This design comes from an exercise in tuning for a short achievable clock period and few clock cycles per item on the open sky130 flow, not from production work. Only simulation tests tie the RTL to the original design; equivalence was not proved. No activity file was given, so power comes from the tool's default toggle rates.

## flow/design.v (module list and top-level ports; edited modules follow where they fit)
// module rpt_ram: 19 lines
// module rpt_magsq: 1146 lines
// module rpt_sq23: 457 lines
// module rpt_cordic_xy: 948 lines
// module rpt_cordic_z: 946 lines
// module range_peak_phase_tracker: 379 lines
module range_peak_phase_tracker #(
  parameter int NUM_BINS    = 32,
  parameter int RING_DEPTH  = 64,
  parameter int SAMPLE_BITS = 24,
  parameter int ANGLE_BITS  = 16
) (
  input  logic                                     clk,
  input  logic                                     rst_n,
  input  logic                                     in_valid,
  output logic                                     in_ready,
  input  logic                                     in_req_type,
  input  logic signed [SAMPLE_BITS-1:0]            in_bin_re,
  input  logic signed [SAMPLE_BITS-1:0]            in_bin_im,
  input  logic                                     in_last_bin,
  input  logic [rpt_pkg::RD_IDX_W-1:0]             in_read_index,
  output logic                                     out_valid,
  input  logic                                     out_ready,
  output logic                                     out_kind,
  output logic                                     out_target_found,
  output logic [rpt_pkg::PEAK_BIN_W-1:0]           out_peak_bin,
  output logic signed [ANGLE_BITS-1:0]             out_peak_phase,
  output logic signed [rpt_pkg::PHASE_W-1:0]       out_unwrapped_phase,
  output logic [$clog2(RING_DEPTH+1)-1:0]          out_samples_held,
  output logic                                     out_analysis_due,
  output logic signed [rpt_pkg::PHASE_W-1:0]       out_read_data,
  input  logic                                     cfg_valid,
  output logic                                     cfg_ready,
  input  logic [rpt_pkg::CFG_IDX_W-1:0]            cfg_index,
  input  logic [rpt_pkg::MAG_CFG_W-1:0]            cfg_data
);
  // ...
==> flow/flow/run.sh <==
#!/bin/bash
# The standard layout (standard.sh, the standard flow's own ORFS run on the same config.mk
# and constraint.sdc), with repair_timing asked to leave a setup margin of
# REPAIR_MARGIN ns at the design's clock, so it keeps improving the worst
# paths well past the 12 ns period. The clock, SDC and every other step are
# unchanged. Full make output goes to standard.log in this folder.
set -euo pipefail
REPAIR_MARGIN=8.4
bash standard.sh SETUP_SLACK_MARGIN=$REPAIR_MARGIN finish > standard.log 2>&1
==> flow/standard.sh <==
#!/bin/bash
# synth_recipe.tcl (not shown) runs the flow's synth.tcl, then flattens the netlist and writes it again
# the make line also repeats each setting of config.mk as NAME=value (left out here)
make -C /OpenROAD-flow-scripts/flow DESIGN_CONFIG=/design/flow/config.mk WORK_HOME=/design/flow/orfs CLKGATE_MAP_FILE= SYNTH_SCRIPT=/design/flow/synth_recipe.tcl "${@:-finish}"
==> flow/config.mk <==
export PLATFORM = sky130hd
export DESIGN_NAME = range_peak_phase_tracker
export DESIGN_NICKNAME = range_peak_phase_tracker
export VERILOG_FILES = /design/flow/design.v
export SDC_FILE = /design/flow/constraint.sdc
export NUM_CORES = 4
export LEC_CHECK = 0
export ABC_CLOCK_PERIOD_IN_PS = 2000
export CAP_MARGIN = 20
export CORE_MARGIN = 2
export CORE_UTILIZATION = 60
export PLACE_DENSITY = 0.7
export SLEW_MARGIN = 20
==> flow/constraint.sdc <==
create_clock -name core_clock -period 12.0 [get_ports {clk}]
set_input_delay 2.4000 -clock core_clock [delete_from_list [all_inputs] [get_ports {clk}]]
set_output_delay 2.4000 -clock core_clock [all_outputs]
set_load 0.01 [all_outputs]
==> out/summary.md, run 1 <==
The flow ran to the end and the layout has no timing, DRC or antenna violations. The number of port buffers came out at 182. The worst endpoint data arrival time was 1760 ps; the cell count after synthesis was 27133. Setup repair after global routing could not meet its margin everywhere. Compared with the post-synthesis result, the final layout area differs by 11.73%. The logs give 0.3736 mm^2 for the instance area at placement and 4 for the maximum clock insertion buffer count. The met1 layer usage reported by global route was 0.3300. The multi-input gate share of total cell area came out at 0.3662. The logs give 8036 for the tap cell instance count and 0.0476 W for the combinational power. The detail route stage leaves a number of antenna-violating nets equal to 0. In this design, the stage delay of the slowest critical-path cell is 460 ps.

The congestion estimate from routability-driven global placement came to 0.8481. For the clock skew, the log shows 41.94 ps. Top power consumer group: combinational logic. The tools report the destination of the worst register-to-register timing path as f_entry[10]. The tools report the post-route cell area as 0.4058 mm^2. Most utilized layer in the global route result: met2.

The pin count of the biggest net entering global routing is 210, and the number of global-route vias before repair is 208373. Power comes to 0.1178 W. The tool flagged a number of max-cap violations equal to 0. The number of synthesis warnings is 6, and the core region area is 0.6026 mm^2.

For the worst-skew pair, the clock arrives at the later sink with an insertion delay of 1130 ps.
Testbench counts, summed over its fixed seeds: cycles 12,928, items 575.
==> run 2, diff against run 1 <==
--- a/flow/config.mk
+++ b/flow/config.mk
@@ -10,4 +10,3 @@
 export CORE_MARGIN = 2
-export CORE_UTILIZATION = 60
-export PLACE_DENSITY = 0.7
+export CORE_UTILIZATION = 40
 export SLEW_MARGIN = 20
==> out/summary.md, run 2 <==
The logs give 0 for the final-report setup violation count and 0 for the number of design rule violations left after detail routing. Number of enable flip-flop cells after synthesis: 2691. The largest registers in the layout are u_ring.mem: 2048 flops, cd: 641 flops, fifo_q: 564 flops.

The first global-routing pass estimated 1281000 um of wire. The clock transition at the registers of the reported paths came out at 60 ps. Setup repair after global routing could not meet its margin everywhere.

Setup slack on the worst reg-to-reg path comes out at 8230 ps. The net count after synthesis was 29701. The run gives 0.4123 mm^2 (+1.6%) as the post-route cell area. The tools report the total wire length after detailed routing as 852400 um.

For this run, the leading register cell type out of synthesis is sky130_fd_sc_hd__dfxtp_1. The core region area came out at 0.9065 mm^2 (+50%). The number of antenna violations at the first check in global routing is 36, and the met1 layer usage reported by global route is 0.2335 (-0.09655). The run gives 1910 ps (+150 ps) as the worst endpoint data arrival time.

The total number of vias is 204161. Number of buffers inserted for hold repair after clock tree synthesis: 0. The number of buffer and inverter instances along the worst setup path works out to 1. The adder and majority gate portion of the synthesized area was 0.1068; the shortest clock period the worst path allows after layout was 4305 ps. The count of max-cap constraint violations came out at 0 (unchanged).

The tools report the headroom to the max-slew limit as 0.2086. Static timing analysis puts the maximum clock frequency at 232.3 MHz. The number of failing hold endpoints at the final stage is 0.

STA classifies the critical path startpoint as a register. The share of power burned in registers is 0.360. After global routing, the most crowded layer is met2. For the worst flop-to-flop path, the logic depth is 6. The share of the clock period used by the worst path after layout is 0.3588. The worst stage delay on the critical path is 570 ps (+110 ps), and the flip-flop count of the largest register after layout is 2048.

The logs give 30012 for the post-layout net count and 0 ps for the setup TNS. For this run, the number of standard cells in the final layout without fillers is 40184. The clock latency at the later pin of the worst-skew pair is 1160 ps (+30 ps), and the post-synthesis share of cell area spent on xor and xnor gates is 0.06368. The required time at the endpoint of the critical path came out at 9600 ps. The fraction of synthesis flops using an asynchronous set or reset pin works out to 0. In this run the vertical extent of the chip is 956.9 um.

Walking the worst path, the cells encountered are buf_6. TritonCTS built the clock tree. Counting flops and latches in the post-synthesis netlist gives 8922. Most frequent standard cell in the layout excluding fill and tap cells: sky130_fd_sc_hd__dfxtp_1. The cell type group with the largest total delay on the critical path was flip-flops.

The global-route usage over all layers is 0.1818. The combinational family with the most area after synthesis is multiplexers. After layout, the worst setup slack is 7695 ps.

The run gives 0 as the global-route congestion overflow total. The post-synthesis compound-gate area fraction works out to 0.05439. The pin count of the biggest net entering global routing was 205 (-2.4%); the peak fanout along the critical path was 1. The flow ran to the end and the layout has no timing, DRC or antenna violations. The worst setup path is captured at an output pin. The switching share of power was 0.3519. Relative to the synthesized area, the layout overhead comes to 13.52%. Counting the buffers created by CTS gives 912. The path class of the lowest-slack min-delay path is reg -> reg. The analysis attributes to cell leakage a power of 152.6 nW.

The tree built by TritonCTS fans out to 8922 sinks. Layout cell share with drive strength beyond 1: 0.1913. Among all stages on the critical path, the largest delay is contributed by sky130_fd_sc_hd__edfxtp_1.

At the pin with the least slew margin, the transition time is 1175 ps. The logs give 282.4 ps for the final hold slack and 109.7 ps (+67.72 ps) for the clock skew. The power per standard cell area works out to 290.1 mW/mm^2. The tree is rooted in a sky130_fd_sc_hd__clkbuf_16. The critical path start-end classification was reg -> out. The routed length per instance is 21.21 um. In this run the critical register-to-register path is captured at fifo_q[439].

The design internal power was 0.07753 W. The commonest cells after synthesis are sky130_fd_sc_hd__dfxtp_1 (6231), sky130_fd_sc_hd__edfxtp_1 (2691), sky130_fd_sc_hd__mux2_2 (2245). By area the synthesized netlist is led by sky130_fd_sc_hd__dfxtp_1 (34%), sky130_fd_sc_hd__edfxtp_1 (22%), sky130_fd_sc_hd__mux2_2 (7.0%).

The area fraction of the dominant cell type after synthesis works out to 0.3434. The remaining antenna violation count was 0 (unchanged). The cell row count came out at 350.

After the first detailed-routing iteration, the DRC count stood at 14035. The most used standard cell by instance count after synthesis is sky130_fd_sc_hd__dfxtp_1. IR analysis of the VDD net gives a maximum drop of 0.0002704 V.

Number of cells on the worst hold path: 0. The instance area at placement came out at 0.3783 mm^2 (+1.3%). sky130_fd_sc_hd__dfxtp_1 takes more of the synthesized area than any other cell. The run gives 186 as the I/O pin count.

The mux share of post-synthesis cell area works out to 0.1233. Including well taps, the total number of placed cells is 38345. The wire-length estimate of the detail-placed layout is 533800 um. Timing analysis after detailed placement gives a worst setup slack of 6412 ps. Counting flops per register, the top entry is u_ring.mem. Leaving out fill and tap cells, the most frequent cells in the layout are sky130_fd_sc_hd__dfxtp_1 (6123), sky130_fd_sc_hd__edfxtp_1 (2691), sky130_fd_sc_hd__mux2_2 (2245), sky130_fd_sc_hd__xnor2_1 (1775), sky130_fd_sc_hd__inv_1 (1589). Summing every instance area after synthesis gives 0.3632 mm^2.

The path with the worst hold slack has its endpoint at u_cordic.y7[13]. Number of port buffers: 182 (unchanged). The source of the worst hold timing path is u_cordic.r6_ya[13]. The start of the worst register-to-register path was wr_ptr[0]. A synthesized cell averages 13.39 um^2. The depth of the critical timing path with buffers and inverters included was 1. Overall die area: 0.9157 mm^2. The floorplan die width is 956.9 um, and the mean number of vias per cell is 5.081. The register area share after synthesis was 0.5659; the cell count after synthesis was 27133 (unchanged).

The global routing usage on met2 was 0.3133. The share of power burned in the clock network was 0.242. The number of unique standard cell types used by synthesis is 97, and the simple logic cell fraction of the synthesized area is 0.05704. Max-slew violation total from the final report: 0. Relative contribution of combinational cells to total power: 0.398.

The count of TritonRoute iterations in the first routing pass is 5, and the effective utilization at floorplan is 0.4007. Summed over all nets, the switching power comes to 0.04209 W. The maximum level of the CTS H-tree was 6.

The routability congestion estimate was 0.8209 (-3.2%). The logs give 5 (+1) for the maximum clock insertion buffer count and 6 (unchanged) for the number of synthesis warnings. The number of global-route vias before repair was 208096 (-0.13%); the met3 track utilization from global routing was 0.02988.
## run 2: cell type report
class / count / area, um^2
fillers: 80620 / 494200
flip-flops and latches: 8922 / 205800
multi-input cells: 15442 / 149000
clock buffers: 1253 / 25920
well taps: 11968 / 14970
inverters: 1596 / 6012
repair buffers: 569 / 5833
clock inverters: 391 / 4737
diodes: 42 / 105.1
repair inverters: 1 / 5.005
## run 2: worst max-delay path by stage
stage	start	to	slack [ps]
after floorplan	u2_rd	u_ring.mem[0]	-20010
after global placement	u2_rd	u_ring.mem[1868]	6550
after detailed placement	u2_rd	u_ring.mem[1996]	6410
after CTS	o_bin[4]	out_peak_bin[4]	7600
after global routing	o_bin[4]	out_peak_bin[4]	7580
final	o_bin[4]	out_peak_bin[4]	7690
## run 2: cells by family (layout without fill, tap and decap cells)
group | Yosys count | after routing
adder cells (fa/ha/maj) | 2480 | 2480
XOR/XNOR | 2641 | 2641
AND/OR/NAND/NOR | 4190 | 4198
AO/OA/AOI/OAI | 2944 | 2944
multiplexers | 3178 | 3178
other | 1 | 43
flip-flops | 8922 | 8922
buffers and inverters | 2777 | 3810
## run 2: through the flow
stage	total power (W)	utilization
after floorplan	0.07697	-
after global placement	0.09034	0.4173
after detailed placement	0.09078	0.4174
after CTS	0.1207	0.4530
after global routing	0.1285	0.4548
final	0.1196	0.4548
## run 2: power by group through the flow
stage | sequential [W] | combinational, W | clock [W]
6_report | 0.0430 | 0.0477 | 0.0289
5_1_grt | 0.0438 | 0.0540 | 0.0308
4_1_cts | 0.0433 | 0.0478 | 0.0296
3_5_place_dp | 0.0440 | 0.0468 | 0
3_3_place_gp | 0.0439 | 0.0464 | 0
2_1_floorplan | 0.0418 | 0.0352 | 0
## run 2: what timing repair did
| action | 4_1_cts | 5_1_grt |
|---|---|---|
| cloned | 21 | 7 |
| pin swaps | 18 | 26 |
| resized for setup | 618 | 180 |
| buffers inserted | 53 | 71 |
| setup endpoints to repair | 3987 | 2230 |
## run 2: per-layer routing
metal | vias up | share of wire | routed length [um]
met4 | 12 | 0.035 | 29430
met2 | 5020 | 0.49 | 416400
met5 | - | 0.000093 | 79
li1 | 95315 | - | -
met3 | 1502 | 0.053 | 45550
met1 | 102312 | 0.42 | 360900

-- port drivers added, routing unchanged --
In the flow no input, the clock included, has a driving cell. The finished layouts below were timed again as built, in two steps. Step 1, drivers: a clkbuf_16 drives clk and a buf_2 each remaining input, both assumed. Step 2, shift: input delay + t, output delay - t, t = (earliest + latest rising clock arrival at the registers) / 2. This alone moves slack from input paths to output paths. Three values: ideal, step 1, step 2; two values: the first two.
run | shift t [ns] | setup WS [ns] | worst hold slack (ns) | worst data-port slew with drivers (ns)
run 1 | 1.264 | 7.837 / 7.699 / 8.149 | 0.284 / 0.284 / 0.284 | 0.21
run 2 | 1.254 | 7.695 / 7.544 / 8.235 | 0.282 / 0.282 / 0.282 | 0.12
After both steps setup and hold are still met in every run listed.
